Source: an optimization exercise on an open RTL-to-GDS flow (aim: small area and few clock cycles). Production flows keep margins and buffers that such runs may drop.
At most, simulation tests tie the RTL to the original design; equivalence was not proved.
The flow treats the clock pin as an ideal source, which a real chip does not have.

==> willow: inputs <==
// seven_bit_framed_sensor_packet_decoder
module seven_bit_framed_sensor_packet_decoder (
    input  logic                i_clk,
    input  logic                i_rst_n,
    input  logic                i_cfg_we,
    input  logic [0:0]          i_cfg_addr,
    input  logic [7:0]          i_cfg_data,
    input  logic                i_in_valid,
    output logic                o_in_ready,
    input  logic [7:0]          i_rx_byte,
    output logic                o_out_valid,
    input  logic                i_out_ready,
    output logic [1:0]          o_status,
    output logic                o_packet_kind,
    output logic [3:0]          o_word_index,
    output logic signed [15:0]  o_word_value,
    output logic [3:0]          o_fraction_bits,
    output logic                o_last_flag
);
    logic [7:0] r_inert_code, r_quat_code;
    logic [6:0] r_acc;       
    logic [4:0] r_raw;       
    logic [7:0] r_sum;       
    logic       r_chk;       
    logic       r_hdr_i;     
    logic       r_hdr_q;     
    logic          w_accept, w_end, w_has_dec, w_first, w_busy, w_hold;
    logic          w_act_ok, w_act_kind;
  ...
==> module seven_bit_framed_sensor_packet_decoder, before the edit <==
module seven_bit_framed_sensor_packet_decoder (
    input  logic                i_clk,
    input  logic                i_rst_n,
    input  logic                i_cfg_we,
    input  logic [0:0]          i_cfg_addr,
    input  logic [7:0]          i_cfg_data,
    input  logic                i_in_valid,
    output logic                o_in_ready,
    input  logic [7:0]          i_rx_byte,
    output logic                o_out_valid,
    input  logic                i_out_ready,
    output logic [1:0]          o_status,
    output logic                o_packet_kind,
    output logic [3:0]          o_word_index,
    output logic signed [15:0]  o_word_value,
    output logic [3:0]          o_fraction_bits,
    output logic                o_last_flag
);
    logic [7:0] r_inert_code, r_quat_code;
    logic [6:0] r_acc;       
    logic [4:0] r_raw;       
    logic [7:0] r_sum;       
    logic       r_chk;       
    logic       r_hdr_i;     
    logic       r_hdr_q;     
    logic          w_accept, w_end, w_has_dec, w_first, w_busy, w_hold;
    logic          w_act_ok, w_act_kind;
    logic [2:0]    w_sh;
    logic [7:0]    w_dec, w_sum_old;
    logic          w_chk_dec, w_chk_n, w_any;
    logic          w_hdr_i_n, w_hdr_q_n;
    logic [4:0]    w_hold_lo, w_hold_hi;
    logic [3:0]    w_rword;
    logic [15:0]   w_rdata;
    spd_pkg::t_job w_job;
    always_ff @(posedge i_clk) begin
        if (!i_rst_n) begin
            r_inert_code <= 8'd9;
            r_quat_code  <= 8'd10;
        end else if (i_cfg_we) begin
            unique case (i_cfg_addr)
                spd_pkg::CFG_INERTIAL_CODE:   r_inert_code <= i_cfg_data;
                spd_pkg::CFG_QUATERNION_CODE: r_quat_code  <= i_cfg_data;
                default: ;
            endcase
        end
    end
    always_comb begin
        w_has_dec = (r_raw[2:0] != 3'd0);
        w_first   = (r_raw == 5'd1);
        w_sh      = ~r_raw[2:0];                  
        w_dec     = 8'({r_acc, i_rx_byte[6:0]} >> w_sh);
        w_sum_old = w_first ? 8'd0 : r_sum;
        w_chk_dec = (w_sum_old == w_dec);
        w_chk_n   = w_has_dec ? w_chk_dec : r_chk;
        w_any     = (r_raw != 5'd0);              
        w_hdr_i_n = w_first ? ({r_acc, i_rx_byte[6]} == r_inert_code) : r_hdr_i;
        w_hdr_q_n = w_first ? ({r_acc, i_rx_byte[6]} == r_quat_code)  : r_hdr_q;
    end
    always_comb begin
        w_hold_lo = {w_rword, 1'b0} + 5'd2 + 5'(w_rword >= 4'd3) + 5'(w_rword >= 4'd7);
        w_hold_hi = (w_act_kind == spd_pkg::KIND_QUATERNION) ? 5'd10 : 5'd21;
        w_hold    = w_act_ok && w_has_dec && (r_raw >= w_hold_lo) && (r_raw <= w_hold_hi);
    end
    assign o_in_ready = !(w_busy && i_rx_byte[spd_pkg::END_BIT]) && !w_hold;
    assign w_accept   = i_in_valid && o_in_ready;
    assign w_end      = w_accept && i_rx_byte[spd_pkg::END_BIT];
    always_comb begin
        w_job.kind = spd_pkg::KIND_INERTIAL;
        if (!w_any || !w_chk_n) begin
            w_job.status = spd_pkg::ST_CHECKSUM;
        end else if (w_hdr_i_n) begin
            w_job.status = (r_raw == 5'd22) ? spd_pkg::ST_OK : spd_pkg::ST_LENGTH;
        end else if (w_hdr_q_n) begin
            if (r_raw == 5'd11) begin
                w_job.status = spd_pkg::ST_OK;
                w_job.kind   = spd_pkg::KIND_QUATERNION;
            end else begin
                w_job.status = spd_pkg::ST_LENGTH;
            end
        end else begin
            w_job.status = spd_pkg::ST_HEADER;
        end
    end
    always_ff @(posedge i_clk) begin
        if (!i_rst_n) begin
            r_raw <= 5'd0;
        end else if (w_end) begin
            r_raw <= 5'd0;
        end else if (w_accept) begin
            r_raw[2:0] <= r_raw[2:0] + 3'd1;
            if (r_raw[2:0] == 3'd7 && r_raw[4:3] != 2'd3) begin
                r_raw[4:3] <= r_raw[4:3] + 2'd1;
            end
        end
    end
    always_ff @(posedge i_clk) begin
        if (w_accept) begin
            r_acc   <= i_rx_byte[6:0];
            r_chk   <= w_chk_n;
            r_hdr_i <= w_hdr_i_n;
            r_hdr_q <= w_hdr_q_n;
            if (w_has_dec) begin
                r_sum <= w_sum_old + w_dec;
            end
        end
    end
    spd_ram u_ram (
        .i_clk  (i_clk),
        .i_we   (w_accept),
        .i_raw  (r_raw),
        .i_wdata(w_dec),
        .i_re   (w_act_ok),
        .i_rword(w_rword),
        .o_rdata(w_rdata)
    );
    spd_emit u_emit (
        .i_clk          (i_clk),
        .i_rst_n        (i_rst_n),
        .i_job_valid    (w_end),
        .i_job          (w_job),
        .o_busy         (w_busy),
        .o_act_ok       (w_act_ok),
        .o_act_kind     (w_act_kind),
        .o_rword        (w_rword),
        .i_rdata        (w_rdata),
        .o_out_valid    (o_out_valid),
        .i_out_ready    (i_out_ready),
        .o_status       (o_status),
        .o_packet_kind  (o_packet_kind),
        .o_word_index   (o_word_index),
        .o_word_value   (o_word_value),
        .o_fraction_bits(o_fraction_bits),
        .o_last_flag    (o_last_flag)
    );
endmodule
clock: 5.0 ns
lec_check: 0
cap_margin: 20
core_margin: 2
core_utilization: 65
slew_margin: 20
standard.sh (not shown) runs the stock make flow with config.mk's settings and CLKGATE_MAP_FILE= SYNTH_SCRIPT=/design/flow/synth_recipe.tcl, a recipe that flattens the netlist after the stock synthesis.
==> flow/flow/run.sh <==
#!/bin/bash
# Layout flow: the standard flow (standard.sh) with
#  - synthesis mapping the logic through a stronger ABC area script, without
#    ORFS's hard adder cells (flip-flops are mapped before ABC, as in the standard flow's);
#  - port buffers of the smallest buffer cell;
#  - a clock tree of clkbuf_8 leaves without dummy loads.
set -euo pipefail
here=$PWD
export BUFFER_PORTS_ARGS="-buffer_cell sky130_fd_sc_hd__buf_1"
export CTS_ARGS="-sink_clustering_enable -repair_clock_nets -dont_use_dummy_load -buf_list sky130_fd_sc_hd__clkbuf_8 -sink_clustering_size 25 -sink_clustering_max_diameter 80"
sed -e "s#SYNTH_SCRIPT=[^ ]*#SYNTH_SCRIPT=$here/flow/area_synth.tcl ADDER_MAP_FILE=#" standard.sh > area_standard.sh
bash area_standard.sh > area_standard.log 2>&1
==> flow/flow/abc_area.script <==
strash
dc2
strash
&get -n
&fraig -x
&put
strash
dch -f
amap
topo
dnsize -c
==> flow/flow/area_synth.tcl <==
# The standard flow's synthesis script (synth_recipe.tcl), with ABC run on a stronger area script;
# flip-flops are mapped before ABC runs, so they are the same as the standard flow's.
proc synth {args} { yosys synth -nofsm -noshare {*}$args }
set ::area_abc_script [file join [file dirname [file normalize [info script]]] abc_area.script]

proc abc {args} {
  set i [lsearch -exact $args -script]
  if { $i >= 0 } {
    lset args [expr {$i + 1}] $::area_abc_script
  }
  set i [lsearch -exact $args -D]
  if { $i >= 0 } {
    set args [lreplace $args $i [expr {$i + 1}]]
  }
  yosys abc {*}$args
}
source $::env(SCRIPTS_DIR)/synth.tcl
# left out here: clear keep_hierarchy, flatten, clean up, hide names made inside functions, write 1_2_yosys.v
==> inputs of delta, as changes to willow <==
--- a/flow/design.v
+++ b/flow/design.v
@@ -23,26 +23,26 @@
         logic       kind;
     } t_job;
 endpackage
 module spd_ram (
     input  logic        i_clk,
     input  logic        i_we,
-    input  logic [4:0]  i_raw,      
+    input  logic [4:0]  i_waddr,    
     input  logic [7:0]  i_wdata,
     input  logic        i_re,       
     input  logic [3:0]  i_rword,    
     output logic [15:0] o_rdata
 );
     logic [7:0] r_hi [spd_pkg::STORE_WORDS];   
     logic [7:0] r_lo [spd_pkg::STORE_WORDS];   
     always_ff @(posedge i_clk) begin
         for (int k = 0; k < spd_pkg::STORE_WORDS; k++) begin
-            if (i_we && i_raw == 5'((8 * (2 * k + 2) + 6) / 7 - 1)) begin
+            if (i_we && i_waddr == 5'(1 + 2 * k)) begin
                 r_hi[k] <= i_wdata;
             end
-            if (i_we && i_raw == 5'((8 * (2 * k + 3) + 6) / 7 - 1)) begin
+            if (i_we && i_waddr == 5'(2 + 2 * k)) begin
                 r_lo[k] <= i_wdata;
             end
         end
     end
     logic [spd_pkg::STORE_WORDS-1:0] w_sel;
     always_comb begin
@@ -57,13 +57,13 @@
 endmodule
 module spd_emit (
     input  logic                 i_clk,
     input  logic                 i_rst_n,
     input  logic                 i_job_valid,
     input  spd_pkg::t_job        i_job,
-    output logic                 o_busy,
+    output logic                 o_pend_full,
     output logic                 o_act_ok,
     output logic                 o_act_kind,
     output logic [3:0]           o_rword,
     input  logic [15:0]          i_rdata,
     output logic                 o_out_valid,
     input  logic                 i_out_ready,
@@ -73,44 +73,65 @@
     output logic signed [15:0]   o_word_value,
     output logic [3:0]           o_fraction_bits,
     output logic                 o_last_flag
 );
     logic          r_act_v;
     spd_pkg::t_job r_act;
+    logic          r_pend_v;
+    spd_pkg::t_job r_pend;
     logic [3:0]    r_k;
-    logic          w_ok, w_last, w_take;
+    logic          w_ok, w_last, w_take, w_free;
     logic [3:0]    w_last_k;
     always_comb begin
         w_ok     = (r_act.status == spd_pkg::ST_OK);
         w_last_k = (r_act.kind == spd_pkg::KIND_QUATERNION) ? spd_pkg::QUATERNION_WORDS - 4'd1
                                                             : spd_pkg::INERTIAL_WORDS - 4'd1;
         w_last   = !w_ok || (r_k == w_last_k);
         w_take   = r_act_v && i_out_ready;
+        w_free   = !r_act_v || (i_out_ready && w_last);
     end
     always_ff @(posedge i_clk) begin
         if (!i_rst_n) begin
-            r_act_v <= 1'b0;
-            r_k     <= 4'd0;
-        end else if (r_act_v) begin
-            if (w_take) begin
-                r_act_v <= !w_last;
-                r_k     <= w_last ? 4'd0 : r_k + 4'd1;
-            end
+            r_act_v  <= 1'b0;
+            r_pend_v <= 1'b0;
+            r_k      <= 4'd0;
         end else begin
-            r_act_v <= i_job_valid;
-        end
-    end
-    always_ff @(posedge i_clk) begin
-        if (!r_act_v) begin
-            r_act <= i_job;
-        end
-    end
-    assign o_busy     = r_act_v;
-    assign o_act_ok   = r_act_v && w_ok;
-    assign o_act_kind = r_act.kind;
-    assign o_rword    = r_k;
+            if (w_free) begin
+                r_k <= 4'd0;
+                if (r_pend_v) begin
+                    r_act_v  <= 1'b1;
+                    r_pend_v <= i_job_valid;
+                end else begin
+                    r_act_v  <= i_job_valid;
+                end
+            end else begin
+                if (w_take) begin
+                    r_k <= r_k + 4'd1;
+                end
+                if (i_job_valid) begin
+                    r_pend_v <= 1'b1;
+                end
+            end
+        end
+    end
+    always_ff @(posedge i_clk) begin
+        if (w_free) begin
+            if (r_pend_v) begin
+                r_act  <= r_pend;
+                r_pend <= i_job;
+            end else begin
+                r_act  <= i_job;
+            end
+        end else if (i_job_valid) begin
+            r_pend <= i_job;
+        end
+    end
+    assign o_pend_full = r_pend_v;
+    assign o_act_ok    = r_act_v && w_ok;
+    assign o_act_kind  = r_act.kind;
+    assign o_rword     = r_k;
     always_comb begin
         o_out_valid   = r_act_v;
         o_status      = r_act.status;
         o_packet_kind = r_act.kind;
         o_word_index  = r_k;
         o_word_value  = signed'(i_rdata);
@@ -148,19 +169,19 @@
     logic [6:0] r_acc;       
     logic [4:0] r_raw;       
     logic [7:0] r_sum;       
     logic       r_chk;       
     logic       r_hdr_i;     
     logic       r_hdr_q;     
-    logic          w_accept, w_end, w_has_dec, w_first, w_busy, w_hold;
+    logic          w_accept, w_end, w_has_dec, w_first, w_pend_full, w_hold;
     logic          w_act_ok, w_act_kind;
     logic [2:0]    w_sh;
     logic [7:0]    w_dec, w_sum_old;
     logic          w_chk_dec, w_chk_n, w_any;
     logic          w_hdr_i_n, w_hdr_q_n;
-    logic [4:0]    w_hold_lo, w_hold_hi;
+    logic [4:0]    w_wslot, w_hold_lo, w_hold_hi;
     logic [3:0]    w_rword;
     logic [15:0]   w_rdata;
     spd_pkg::t_job w_job;
     always_ff @(posedge i_clk) begin
         if (!i_rst_n) begin
             r_inert_code <= 8'd9;
@@ -183,17 +204,50 @@
         w_chk_n   = w_has_dec ? w_chk_dec : r_chk;
         w_any     = (r_raw != 5'd0);              
         w_hdr_i_n = w_first ? ({r_acc, i_rx_byte[6]} == r_inert_code) : r_hdr_i;
         w_hdr_q_n = w_first ? ({r_acc, i_rx_byte[6]} == r_quat_code)  : r_hdr_q;
     end
     always_comb begin
-        w_hold_lo = {w_rword, 1'b0} + 5'd2 + 5'(w_rword >= 4'd3) + 5'(w_rword >= 4'd7);
+        unique case (r_raw)
+            5'd2:  w_wslot = 5'd1;
+            5'd3:  w_wslot = 5'd2;
+            5'd4:  w_wslot = 5'd3;
+            5'd5:  w_wslot = 5'd4;
+            5'd6:  w_wslot = 5'd5;
+            5'd7:  w_wslot = 5'd6;
+            5'd9:  w_wslot = 5'd7;
+            5'd10: w_wslot = 5'd8;
+            5'd11: w_wslot = 5'd9;
+            5'd12: w_wslot = 5'd10;
+            5'd13: w_wslot = 5'd11;
+            5'd14: w_wslot = 5'd12;
+            5'd15: w_wslot = 5'd13;
+            5'd17: w_wslot = 5'd14;
+            5'd18: w_wslot = 5'd15;
+            5'd19: w_wslot = 5'd16;
+            5'd20: w_wslot = 5'd17;
+            5'd21: w_wslot = 5'd18;
+            default: w_wslot = 5'd0;
+        endcase
+    end
+    always_comb begin
+        unique case (w_rword)
+            4'd0:    w_hold_lo = 5'd2;
+            4'd1:    w_hold_lo = 5'd4;
+            4'd2:    w_hold_lo = 5'd6;
+            4'd3:    w_hold_lo = 5'd9;
+            4'd4:    w_hold_lo = 5'd11;
+            4'd5:    w_hold_lo = 5'd13;
+            4'd6:    w_hold_lo = 5'd15;
+            4'd7:    w_hold_lo = 5'd18;
+            default: w_hold_lo = 5'd20;
+        endcase
         w_hold_hi = (w_act_kind == spd_pkg::KIND_QUATERNION) ? 5'd10 : 5'd21;
-        w_hold    = w_act_ok && w_has_dec && (r_raw >= w_hold_lo) && (r_raw <= w_hold_hi);
-    end
-    assign o_in_ready = !(w_busy && i_rx_byte[spd_pkg::END_BIT]) && !w_hold;
+        w_hold = w_act_ok && (r_raw >= w_hold_lo) && (r_raw <= w_hold_hi);
+    end
+    assign o_in_ready = !w_pend_full && !w_hold;
     assign w_accept   = i_in_valid && o_in_ready;
     assign w_end      = w_accept && i_rx_byte[spd_pkg::END_BIT];
     always_comb begin
         w_job.kind = spd_pkg::KIND_INERTIAL;
         if (!w_any || !w_chk_n) begin
             w_job.status = spd_pkg::ST_CHECKSUM;
@@ -233,24 +287,24 @@
             end
         end
     end
     spd_ram u_ram (
         .i_clk  (i_clk),
         .i_we   (w_accept),
-        .i_raw  (r_raw),
+        .i_waddr(w_wslot),
         .i_wdata(w_dec),
         .i_re   (w_act_ok),
         .i_rword(w_rword),
         .o_rdata(w_rdata)
     );
     spd_emit u_emit (
         .i_clk          (i_clk),
         .i_rst_n        (i_rst_n),
         .i_job_valid    (w_end),
         .i_job          (w_job),
-        .o_busy         (w_busy),
+        .o_pend_full    (w_pend_full),
         .o_act_ok       (w_act_ok),
         .o_act_kind     (w_act_kind),
         .o_rword        (w_rword),
         .i_rdata        (w_rdata),
         .o_out_valid    (o_out_valid),
         .i_out_ready    (i_out_ready),
==> flow/run.sh (new file) <==
#!/bin/bash
# synth_recipe.tcl (not shown) runs the flow's synth.tcl, then flattens the netlist and writes it again
# the make line also repeats each setting of config.mk as NAME=value (left out here)
make -C /OpenROAD-flow-scripts/flow DESIGN_CONFIG=/design/flow/config.mk WORK_HOME=/design/flow/orfs CLKGATE_MAP_FILE= SYNTH_SCRIPT=/design/flow/synth_recipe.tcl finish
- CORE_UTILIZATION: 65 -> 60
- CTS_BUF_LIST: unset -> sky130_fd_sc_hd__clkbuf_8
- CTS_CLUSTER_DIAMETER: unset -> 60
- CTS_CLUSTER_SIZE: unset -> 20
removed: flow/flow/run.sh
removed: flow/flow/abc_area.script
removed: flow/flow/area_synth.tcl
removed: flow/standard.sh
==> inputs of zinc, as changes to willow <==
--- a/flow/design.v
+++ b/flow/design.v
@@ -1,18 +1,17 @@
 package spd_pkg;
     localparam int STORE_WORDS = 9;
-    localparam int STORE_BYTES = 2 * STORE_WORDS;
     localparam int END_BIT = 7;
     localparam logic [1:0] ST_OK        = 2'd0;
     localparam logic [1:0] ST_CHECKSUM  = 2'd1;
     localparam logic [1:0] ST_HEADER    = 2'd2;
     localparam logic [1:0] ST_LENGTH    = 2'd3;
     localparam logic KIND_INERTIAL   = 1'b0;
     localparam logic KIND_QUATERNION = 1'b1;
-    localparam logic [4:0] INERTIAL_LEN   = 5'd20;
-    localparam logic [4:0] QUATERNION_LEN = 5'd10;
+    localparam logic [4:0] INERTIAL_RAW_BEFORE_END   = 5'd22;
+    localparam logic [4:0] QUATERNION_RAW_BEFORE_END = 5'd11;
     localparam logic [3:0] INERTIAL_WORDS   = 4'd9;
     localparam logic [3:0] QUATERNION_WORDS = 4'd4;
     localparam logic [3:0] GYRO_WORDS       = 4'd3;
     localparam logic [3:0] FRAC_GYRO      = 4'd4;
     localparam logic [3:0] FRAC_ACCEL_MAG = 4'd11;
     localparam logic [3:0] FRAC_QUAT      = 4'd15;
@@ -195,15 +194,15 @@
     assign w_end      = w_accept && i_rx_byte[spd_pkg::END_BIT];
     always_comb begin
         w_job.kind = spd_pkg::KIND_INERTIAL;
         if (!w_any || !w_chk_n) begin
             w_job.status = spd_pkg::ST_CHECKSUM;
         end else if (w_hdr_i_n) begin
-            w_job.status = (r_raw == 5'd22) ? spd_pkg::ST_OK : spd_pkg::ST_LENGTH;
+            w_job.status = (r_raw == spd_pkg::INERTIAL_RAW_BEFORE_END) ? spd_pkg::ST_OK : spd_pkg::ST_LENGTH;
         end else if (w_hdr_q_n) begin
-            if (r_raw == 5'd11) begin
+            if (r_raw == spd_pkg::QUATERNION_RAW_BEFORE_END) begin
                 w_job.status = spd_pkg::ST_OK;
                 w_job.kind   = spd_pkg::KIND_QUATERNION;
             end else begin
                 w_job.status = spd_pkg::ST_LENGTH;
             end
         end else begin
==> flow/flow/run.sh (replaced) <==
#!/bin/bash
# Layout flow: the standard flow (standard.sh, run whole) with
#  - synthesis mapping the logic through an ABC area script (abc_area.script)
#    and without ORFS's hard adder cells; the flip-flops are mapped before ABC
#    runs, so they are the same cells with the same names as in the standard flow's own
#    synthesis (area_synth.tcl is synth_recipe.tcl with that one change);
#  - port buffers of the smallest buffer cell;
#  - a clock tree of clkbuf_8 buffers without dummy loads.
# Each tool's log is under orfs/logs/; make's output is in area_standard.log.
set -euo pipefail
here=$PWD
export BUFFER_PORTS_ARGS="-buffer_cell sky130_fd_sc_hd__buf_1"
export CTS_ARGS="-sink_clustering_enable -repair_clock_nets -dont_use_dummy_load -buf_list sky130_fd_sc_hd__clkbuf_8 -sink_clustering_size 25 -sink_clustering_max_diameter 80"
export RECOVER_POWER=100
export POST_CTS_TCL="$here/flow/post_cts.tcl"
sed -e "s#SYNTH_SCRIPT=[^ ]*#SYNTH_SCRIPT=$here/flow/area_synth.tcl ADDER_MAP_FILE=#" standard.sh > area_standard.sh
bash area_standard.sh > area_standard.log 2>&1
==> flow/flow/abc_area.script (replaced) <==
strash
dc2
strash
&get -n
&fraig -x
&put
strash
dch -f
amap
strash
dch -f
amap
topo
dnsize -c
==> flow/flow/post_cts.tcl (new file) <==
# Downsize cells off the critical paths (area follows power here).
estimate_parasitics -placement
repair_timing -recover_power 100 -verbose
detailed_placement
check_placement -verbose
==> comparison table <==
quantity                                                                                   willow                      zinc                    delta
Post-synthesis share of cell area spent on and, or, nand and nor gates                     0.0911                    0.0930                    0.126
Clock tree skew after final layout                                                        24.3 ps                   19.5 ps                  15.8 ps
Crit path top cell by count                                             sky130_fd_sc_hd__clkinv_1  sky130_fd_sc_hd__nand2_1                        -
CORE AREA                                                                            0.0114 sq mm              0.0114 sq mm             0.0150 sq mm
Worst setup slack before clock tree synthesis                                              701 ps                    703 ps                   321 ps
Hold-critical path endpoint                                                        r_quat_code[2]            r_quat_code[1]           r_quat_code[7]
Remaining max-slew budget at the tightest pin                                               0.372                     0.142                    0.422
Fraction of layout cells with a size suffix above 1                                        0.0704                    0.0481                    0.117
Status                                                                    complete, no violations   complete, no violations  complete, no violations
First-pass GRT wire length                                                              28,800 um                 28,500 um                32,000 um
Seq. cell area                                                                      0.00548 sq mm             0.00548 sq mm            0.00567 sq mm
Source-to-sink clock delay at the later pin of the worst-skew pair                         450 ps                    460 ps                   470 ps
Syn nets                                                                                      576                       582                      777
Testbench counts of willow, summed over its fixed seeds: cycles 7,298.
Testbench counts of zinc, summed over its fixed seeds: cycles 7,298.
The RTL of delta was laid out without a check of its function.

-- what the ideal ports hide --
How much do the figures lean on ideal ports? The routed layouts below were timed once more, with nothing changed but the port constraints.
Step 1 sets driving cells, clkbuf_16 on the clock port and buf_2 on the other inputs (assumed; they add their load-dependent delay and slew).
Step 2 times the ports against the registers' clock, not the clock port: input delays grow and output delays shrink by t, the midpoint of the rising clock arrivals with the driver on.
a / b / c = ideal ports / drivers / drivers and shift; a / b = the first two.
run | t, ns | slack for setup (ns) | worst hold slack (ns) | clock arrival spread, ns | cell pins on the clock port's net
willow | 0.474 | 0.498 / 0.498 / 0.498 | 0.479 / 0.479 / 0.479 | 0.024 / 0.025 | 1
delta | 0.498 | 0.388 / 0.347 / 0.322 | 0.472 / 0.472 / 0.472 | 0.016 / 0.016 | 1
zinc | 0.484 | 0.492 / 0.492 / 0.461 | 0.526 / 0.526 / 0.526 | 0.019 / 0.019 | 1
After both steps setup and hold are still met in every run listed. The setup slack of delta, which loses most, moves by -0.041 ns with the drivers and by -0.066 ns with both steps.
